What follows belongs to an exercise in optimizing a design on an open flow for small area, a short achievable clock period and few clock cycles per item; a production flow would make more cautious choices.
RTL that was checked went through simulation tests only; none was proved equivalent to the original.

== v6 ==
Design yuv_to_rgb_top, start of the top module:
module yuv_to_rgb_top (
	input logic CLOCK_50_I,
	input logic Resetn,
	input logic [31:0] in_pair,
	input logic in_valid,
	output logic in_ready,
	output logic [15:0] out_word,
	output logic out_valid,
	input logic out_ready
);
Size: about 370 flip-flops, about 54 I/O pins.
==> flow/config.mk <==
export PLATFORM = sky130hd
export DESIGN_NAME = yuv_to_rgb_top
export DESIGN_NICKNAME = yuv_to_rgb_top
export VERILOG_FILES = /design/flow/design.v
export SDC_FILE = /design/flow/constraint.sdc
export NUM_CORES = 4
export LEC_CHECK = 0
export CAP_MARGIN = 20
export CORE_MARGIN = 2
export CORE_UTILIZATION = 40
export SLEW_MARGIN = 20
==> flow/constraint.sdc <==
create_clock -name core_clock -period 12.0 [get_ports {CLOCK_50_I}]
set_input_delay 2.4000 -clock core_clock [delete_from_list [all_inputs] [get_ports {CLOCK_50_I}]]
set_output_delay 2.4000 -clock core_clock [all_outputs]
set_load 0.01 [all_outputs]
standard.sh (not shown) runs the stock make flow with config.mk's settings and CLKGATE_MAP_FILE= SYNTH_SCRIPT=/design/flow/synth_recipe.tcl, a recipe that flattens the netlist after the stock synthesis.
==> flow/flow/run.sh <==
#!/bin/bash
# The standard layout (standard.sh) with two changes to how it is made; the
# clock period and constraints are unchanged:
# - ports get a plain buffer (buf_2) instead of the delay cell buffer_ports
#   picks by default;
# - ORFS's repair_timing is asked for a setup margin, so the resizer works on
#   paths longer than the period less the margin.
set -euo pipefail
MARGIN=8.5
sed "s|^make -C |make SETUP_SLACK_MARGIN=$MARGIN SKIP_GATE_CLONING=1 'BUFFER_PORTS_ARGS=-buffer_cell sky130_fd_sc_hd__buf_2' -C |" standard.sh > flow_margin.sh
grep -q "SETUP_SLACK_MARGIN=$MARGIN" flow_margin.sh
bash flow_margin.sh finish > make.log 2>&1
v6: all stages complete, timing, DRC and antenna checks passed
> inputs changed (v6 -> v7)
-- flow/flow/run.sh --
<<< v6, line 7
#   paths longer than the period less the margin.
set -euo pipefail
MARGIN=8.5
sed "s|^make -C |make SETUP_SLACK_MARGIN=$MARGIN SKIP_GATE_CLONING=1 'BUFFER_PORTS_ARGS=-buffer_cell sky130_fd_sc_hd__buf_2' -C |" standard.sh > flow_margin.sh
grep -q "SETUP_SLACK_MARGIN=$MARGIN" flow_margin.sh
>>> v7, line 7
#   paths longer than the period less the margin.
set -euo pipefail
MARGIN=9.0
sed "s|^make -C |make SETUP_SLACK_MARGIN=$MARGIN SKIP_GATE_CLONING=1 'BUFFER_PORTS_ARGS=-buffer_cell sky130_fd_sc_hd__buf_2' -C |" standard.sh > flow_margin.sh
grep -q "SETUP_SLACK_MARGIN=$MARGIN" flow_margin.sh
- v7 finished end to end and its layout was clean on timing, DRC and antenna.
- v7 vs v6: fraction of area in registers down in v7
- Re share of the clock period used by the worst path after layout: v6 was higher than v7.
- Sort v6 and v7 by met2 routed wirelength, ascending, and v6 comes first.
- Re fraction of the mapped netlist area in adder cells: no difference whatsoever between v6 and v7.
No run of this note included a check of the RTL's function; only the layout flow was run.

========
rev 12:
Another version of the RTL of yuv_to_rgb_top (not shown whole).
Size in the first run: ~390 flip-flops, ~54 I/O pins, ~0.024 mm2 of cells after synthesis.
==> flow/config.mk <==
export PLATFORM = sky130hd
export DESIGN_NAME = yuv_to_rgb_top
export DESIGN_NICKNAME = yuv_to_rgb_top
export VERILOG_FILES = /design/flow/design.v
export SDC_FILE = /design/flow/constraint.sdc
export NUM_CORES = 4
export LEC_CHECK = 0
export CAP_MARGIN = 20
export CORE_MARGIN = 2
export CORE_UTILIZATION = 40
export CTS_BUF_LIST = sky130_fd_sc_hd__clkbuf_16
export CTS_CLUSTER_DIAMETER = 120
export CTS_CLUSTER_SIZE = 32
export SLEW_MARGIN = 20
==> flow/constraint.sdc <==
create_clock -name core_clock -period 12.0 [get_ports {CLOCK_50_I}]
set_input_delay 2.4000 -clock core_clock [delete_from_list [all_inputs] [get_ports {CLOCK_50_I}]]
set_output_delay 2.4000 -clock core_clock [all_outputs]
set_load 0.01 [all_outputs]
==> flow/flow/run.sh <==
#!/bin/bash
# The standard layout (standard.sh) with two changes to how it is made; the
# clock period and constraints are unchanged:
# - ports get a plain buffer (buf_2) instead of the delay cell buffer_ports
#   picks by default;
# - ORFS's repair_timing is asked for a setup margin, so the resizer works on
#   paths longer than the period less the margin.
set -euo pipefail
MARGIN=8.5
sed "s|^make -C |make SETUP_SLACK_MARGIN=$MARGIN SKIP_GATE_CLONING=1 'BUFFER_PORTS_ARGS=-buffer_cell sky130_fd_sc_hd__buf_2' -C |" standard.sh > flow_margin.sh
grep -q "SETUP_SLACK_MARGIN=$MARGIN" flow_margin.sh
bash flow_margin.sh finish > make.log 2>&1
In summary, rev 12 completed successfully, with a layout that passed the timing, design-rule and antenna checks.
Testbench counts of rev 12, summed over its fixed seeds: cycles 23,360, items 7,680.
## Diff of input files: rev 13 against rev 12
- changing CTS_CLUSTER_SIZE from 32 to 25
- changing CTS_CLUSTER_DIAMETER from 120 to 100
-- flow/flow/run.sh --
<<< rev 12, line 7
#   paths longer than the period less the margin.
set -euo pipefail
MARGIN=8.5
sed "s|^make -C |make SETUP_SLACK_MARGIN=$MARGIN SKIP_GATE_CLONING=1 'BUFFER_PORTS_ARGS=-buffer_cell sky130_fd_sc_hd__buf_2' -C |" standard.sh > flow_margin.sh
grep -q "SETUP_SLACK_MARGIN=$MARGIN" flow_margin.sh
>>> rev 13, line 7
#   paths longer than the period less the margin.
set -euo pipefail
MARGIN=8.3
sed "s|^make -C |make SETUP_SLACK_MARGIN=$MARGIN SKIP_GATE_CLONING=1 'BUFFER_PORTS_ARGS=-buffer_cell sky130_fd_sc_hd__buf_2' -C |" standard.sh > flow_margin.sh
grep -q "SETUP_SLACK_MARGIN=$MARGIN" flow_margin.sh
Results
- Rev 13: done, clean on timing, DRC and antenna
- Area: rev 13 vs rev 12 -> rev 13 smaller
- The higher data required time of the worst path of rev 13 and rev 12 is in rev 13.
- In the tables for rev 13 and rev 12, cell depth of the worst setup path reads higher with rev 13.
- NOTE maximum frequency rev 12->rev 13 decreased slightly
- Worst stage delay on the critical path (lower): rev 12
- Sequential share of layout area: lower on rev 12

========
yuv_to_rgb_top again, from the RTL that the note above started with.
export LEC_CHECK = 0
export CAP_MARGIN = 20
export CORE_MARGIN = 2
export CORE_UTILIZATION = 40
export SLEW_MARGIN = 20
create_clock -name core_clock -period 12.0 [get_ports {CLOCK_50_I}]
==> flow/flow/run.sh <==
#!/bin/bash
# The standard layout (standard.sh) with two changes to how it is made; the
# clock period and constraints are unchanged:
# - ports get a plain buffer (buf_2) instead of the delay cell buffer_ports
#   picks by default;
# - ORFS's repair_timing is asked for a setup margin, so the resizer works on
#   paths longer than the period less the margin.
set -euo pipefail
MARGIN=8.5
sed "s|^make -C |make SETUP_SLACK_MARGIN=$MARGIN SKIP_GATE_CLONING=1 'BUFFER_PORTS_ARGS=-buffer_cell sky130_fd_sc_hd__buf_2' -C |" standard.sh > flow_margin.sh
grep -q "SETUP_SLACK_MARGIN=$MARGIN" flow_margin.sh
bash flow_margin.sh finish > make.log 2>&1
The starting point produced a clean layout.
Testbench counts at the start, summed over its fixed seeds: cycles 23,360, items 7,680.
Change:
--- a/flow/config.mk
+++ b/flow/config.mk
@@ -9,3 +9,6 @@
 export CORE_MARGIN = 2
 export CORE_UTILIZATION = 40
+export CTS_BUF_LIST = sky130_fd_sc_hd__clkbuf_16
+export CTS_CLUSTER_DIAMETER = 100
+export CTS_CLUSTER_SIZE = 25
 export SLEW_MARGIN = 20
After rerunning:
- The changed run completed without violations
- via count shrinks by 0.76%
- fmax barely changes
- die area does not change
- clock skew decreases by 0.0051 ns
- wire length went down by 0.42%
- worst hold slack hardly moves
- global-route usage goes down by 0.36 points
Change:
--- a/flow/config.mk
+++ b/flow/config.mk
@@ -9,6 +9,6 @@
 export CORE_MARGIN = 2
 export CORE_UTILIZATION = 40
-export CTS_BUF_LIST = sky130_fd_sc_hd__clkbuf_16
-export CTS_CLUSTER_DIAMETER = 100
-export CTS_CLUSTER_SIZE = 25
+export CTS_BUF_LIST = sky130_fd_sc_hd__clkbuf_8
+export CTS_CLUSTER_DIAMETER = 60
+export CTS_CLUSTER_SIZE = 15
 export SLEW_MARGIN = 20
Routed wire length stays flat.
Worst hold slack improves by 0.0042 ns.
Count of clock-buffer cells in the layout rises by 17.
Change:
--- a/flow/flow/run.sh
+++ b/flow/flow/run.sh
@@ -7,5 +7,5 @@
 #   paths longer than the period less the margin.
 set -euo pipefail
-MARGIN=8.5
+MARGIN=8.7
 sed "s|^make -C |make SETUP_SLACK_MARGIN=$MARGIN SKIP_GATE_CLONING=1 'BUFFER_PORTS_ARGS=-buffer_cell sky130_fd_sc_hd__buf_2' -C |" standard.sh > flow_margin.sh
 grep -q "SETUP_SLACK_MARGIN=$MARGIN" flow_margin.sh
--- a/flow/config.mk
+++ b/flow/config.mk
@@ -9,6 +9,6 @@
 export CORE_MARGIN = 2
 export CORE_UTILIZATION = 40
-export CTS_BUF_LIST = sky130_fd_sc_hd__clkbuf_8
-export CTS_CLUSTER_DIAMETER = 60
-export CTS_CLUSTER_SIZE = 15
+export CTS_BUF_LIST = sky130_fd_sc_hd__clkbuf_16
+export CTS_CLUSTER_DIAMETER = 100
+export CTS_CLUSTER_SIZE = 25
 export SLEW_MARGIN = 20
=> The changed run produced a clean layout; maximum frequency rose by 0.92%; worst setup slack gets better by 0.032 ns; via count rose by 1.4%; non-clock buffer count rose by 21; critical path depth stays the same.

========
Another version of the RTL of yuv_to_rgb_top (not shown whole).
For scale: roughly 1700 cells after synthesis, ~54 I/O pins, ~0.023 mm^2 of cells after synthesis.
clock: 12.0 ns
lec_check: 0
cap_margin: 20
core_margin: 2
core_utilization: 40
cts_buf_list: sky130_fd_sc_hd__clkbuf_16
cts_cluster_diameter: 100
cts_cluster_size: 25
slew_margin: 20
==> flow/flow/run.sh <==
#!/bin/bash
# The standard layout (standard.sh) with two changes to how it is made; the
# clock period and constraints are unchanged:
# - ports get a plain buffer (buf_2) instead of the delay cell buffer_ports
#   picks by default;
# - ORFS's repair_timing is asked for a setup margin, so the resizer works on
#   paths longer than the period less the margin.
set -euo pipefail
MARGIN=8.5
sed "s|^make -C |make SETUP_SLACK_MARGIN=$MARGIN SKIP_GATE_CLONING=1 'BUFFER_PORTS_ARGS=-buffer_cell sky130_fd_sc_hd__buf_2' -C |" standard.sh > flow_margin.sh
grep -q "SETUP_SLACK_MARGIN=$MARGIN" flow_margin.sh
bash flow_margin.sh finish > make.log 2>&1
Testbench counts at the start, summed over its fixed seeds: cycles 23,360, items 7,680.
Next try:
==> flow/run.sh (new file) <==
#!/bin/bash
# synth_recipe.tcl (not shown) runs the flow's synth.tcl, then flattens the netlist and writes it again
# the make line also repeats each setting of config.mk as NAME=value (left out here)
make -C /OpenROAD-flow-scripts/flow DESIGN_CONFIG=/design/flow/config.mk WORK_HOME=/design/flow/orfs CLKGATE_MAP_FILE= SYNTH_SCRIPT=/design/flow/synth_recipe.tcl finish
removed: flow/flow/run.sh
removed: flow/standard.sh
Effect:
- global-route usage goes down by 0.30 points
- cell area decreases by about 2.5%
Next try:
==> flow/flow/run.sh (new file) <==
#!/bin/bash
# The standard layout (standard.sh) with two changes to how it is made; the
# clock period and constraints are unchanged:
# - ports get a plain buffer (buf_2) instead of the delay cell buffer_ports
#   picks by default;
# - ORFS's repair_timing is asked for a setup margin, so the resizer works on
#   paths longer than the period less the margin.
set -euo pipefail
MARGIN=8.45
sed "s|^make -C |make SETUP_SLACK_MARGIN=$MARGIN SKIP_GATE_CLONING=1 'BUFFER_PORTS_ARGS=-buffer_cell sky130_fd_sc_hd__buf_2' -C |" standard.sh > flow_margin.sh
grep -q "SETUP_SLACK_MARGIN=$MARGIN" flow_margin.sh
bash flow_margin.sh finish > make.log 2>&1
==> flow/standard.sh (new file) <==
#!/bin/bash
# synth_recipe.tcl (not shown) runs the flow's synth.tcl, then flattens the netlist and writes it again
# the make line also repeats each setting of config.mk as NAME=value (left out here)
make -C /OpenROAD-flow-scripts/flow DESIGN_CONFIG=/design/flow/config.mk WORK_HOME=/design/flow/orfs CLKGATE_MAP_FILE= SYNTH_SCRIPT=/design/flow/synth_recipe.tcl "${@:-finish}"
removed: flow/run.sh
The changed run went through all stages and came out clean; global-route usage grows by 0.15 points; worst hold slack is better by 7.0 ps; maximum frequency went up by 24%; count of clock-buffer cells in the layout does not change; worst setup slack gets better by 870 ps; final area increases by about 2%; sequential cell count is unchanged; critical path depth grows by 9.

========
yuv_to_rgb_top again, from the RTL that the note above started with.
Settings: LEC_CHECK=0, CAP_MARGIN=20, CORE_MARGIN=2, CORE_UTILIZATION=40, CTS_BUF_LIST=sky130_fd_sc_hd__clkbuf_16, CTS_CLUSTER_DIAMETER=100, CTS_CLUSTER_SIZE=25, SLEW_MARGIN=20, TNS_END_PERCENT=0; clock period 12.0 ns.
==> flow/flow/run.sh <==
#!/bin/bash
# The standard layout (standard.sh) with two changes to how it is made; the
# clock period and constraints are unchanged:
# - ports get a plain buffer (buf_2) instead of the delay cell buffer_ports
#   picks by default;
# - ORFS's repair_timing is asked for a setup margin, so the resizer works on
#   paths longer than the period less the margin.
set -euo pipefail
MARGIN=8.5
sed "s|^make -C |make SETUP_SLACK_MARGIN=$MARGIN SKIP_GATE_CLONING=1 'BUFFER_PORTS_ARGS=-buffer_cell sky130_fd_sc_hd__buf_2' -C |" standard.sh > flow_margin.sh
grep -q "SETUP_SLACK_MARGIN=$MARGIN" flow_margin.sh
bash flow_margin.sh finish > make.log 2>&1
Testbench counts at the start, summed over its fixed seeds: cycles 23,360, items 7,680.
Then changed:
- TNS_END_PERCENT: 0 -> 30
Hold slack hardly moves.
Setup slack gets better by 0.076 ns.
Wire length rose by a few percent.
Core utilization goes up by 1.1 points.
Sequential share of layout area falls by 1.1 points.
Register-to-register slack gets better by 0.095 ns.
Global-route usage barely changes.
Then changed:
--- a/flow/flow/run.sh
+++ b/flow/flow/run.sh
@@ -8,3 +8,3 @@
 set -euo pipefail
-MARGIN=8.5
+MARGIN=8.4
 sed "s|^make -C |make SETUP_SLACK_MARGIN=$MARGIN SKIP_GATE_CLONING=1 'BUFFER_PORTS_ARGS=-buffer_cell sky130_fd_sc_hd__buf_2' -C |" standard.sh > flow_margin.sh
- TNS_END_PERCENT: 30 -> unset
Worst setup slack stays flat.
Register-to-register slack is about the same.
Area after synthesis does not change.
Die area does not change.
Non-clock buffer count decreases by 31.
Design area decreases by 1.9%.
Routed wire length decreases by 2.3%.
Global-route usage decreases by 0.22 points.
Via count decreases by 1.3%.
Maximum frequency barely changes.

==> separate check: timing with driven ports <==
The flow's constraints put no driver on any port. The routed layouts listed below were extracted and timed again, unchanged, in two steps.
Step 1, drivers: a clkbuf_16 drives CLOCK_50_I and a buf_2 each remaining input, both assumed.
Step 2 also shifts input and output timing later by t, the mid clock arrival at the registers, as if the neighbouring blocks saw the same clock.
Slacks: ideal ports / drivers / drivers and shift; pairs: ideal ports / drivers.
run | shift t [ns] | setup WS [ns] | hold WS [ns]
v6 | 0.621 | 8.225 / 8.225 / 8.044 | 0.416 / 0.416 / 0.416
v7 | 0.623 | 8.279 / 8.279 / 8.060 | 0.414 / 0.414 / 0.414
rev 12 | 0.592 | 8.457 / 8.405 / 8.086 | 0.420 / 0.420 / 0.420
rev 13 | 0.614 | 8.404 / 8.363 / 7.881 | 0.420 / 0.420 / 0.420
the first run of note 3 | 0.631 | 8.468 / 8.415 / 7.981 | 0.417 / 0.417 / 0.417
the second run of note 3 | 0.605 | 8.467 / 8.414 / 8.075 | 0.418 / 0.418 / 0.418
the third run of note 3 | 0.645 | 8.428 / 8.379 / 7.977 | 0.422 / 0.422 / 0.422
the fourth run of note 3 | 0.611 | 8.461 / 8.405 / 8.108 | 0.422 / 0.422 / 0.422
the first run of note 4 | 0.590 | 8.476 / 8.423 / 8.044 | 0.419 / 0.419 / 0.419
the second run of note 4 | 0.601 | 7.518 / 7.551 / 6.950 | 0.416 / 0.416 / 0.416
the third run of note 4 | 0.603 | 8.391 / 8.391 / 8.011 | 0.423 / 0.423 / 0.423
the first run of note 5 | 0.601 | 8.375 / 8.364 / 7.908 | 0.421 / 0.421 / 0.421
the second run of note 5 | 0.594 | 8.451 / 8.395 / 7.939 | 0.420 / 0.420 / 0.420
the third run of note 5 | 0.598 | 8.453 / 8.400 / 8.004 | 0.421 / 0.421 / 0.421
After both steps every run listed still meets setup and hold. For the second run of note 4, which loses most, drivers alone change the setup slack by +0.033 ns; drivers and shift together by -0.568 ns.
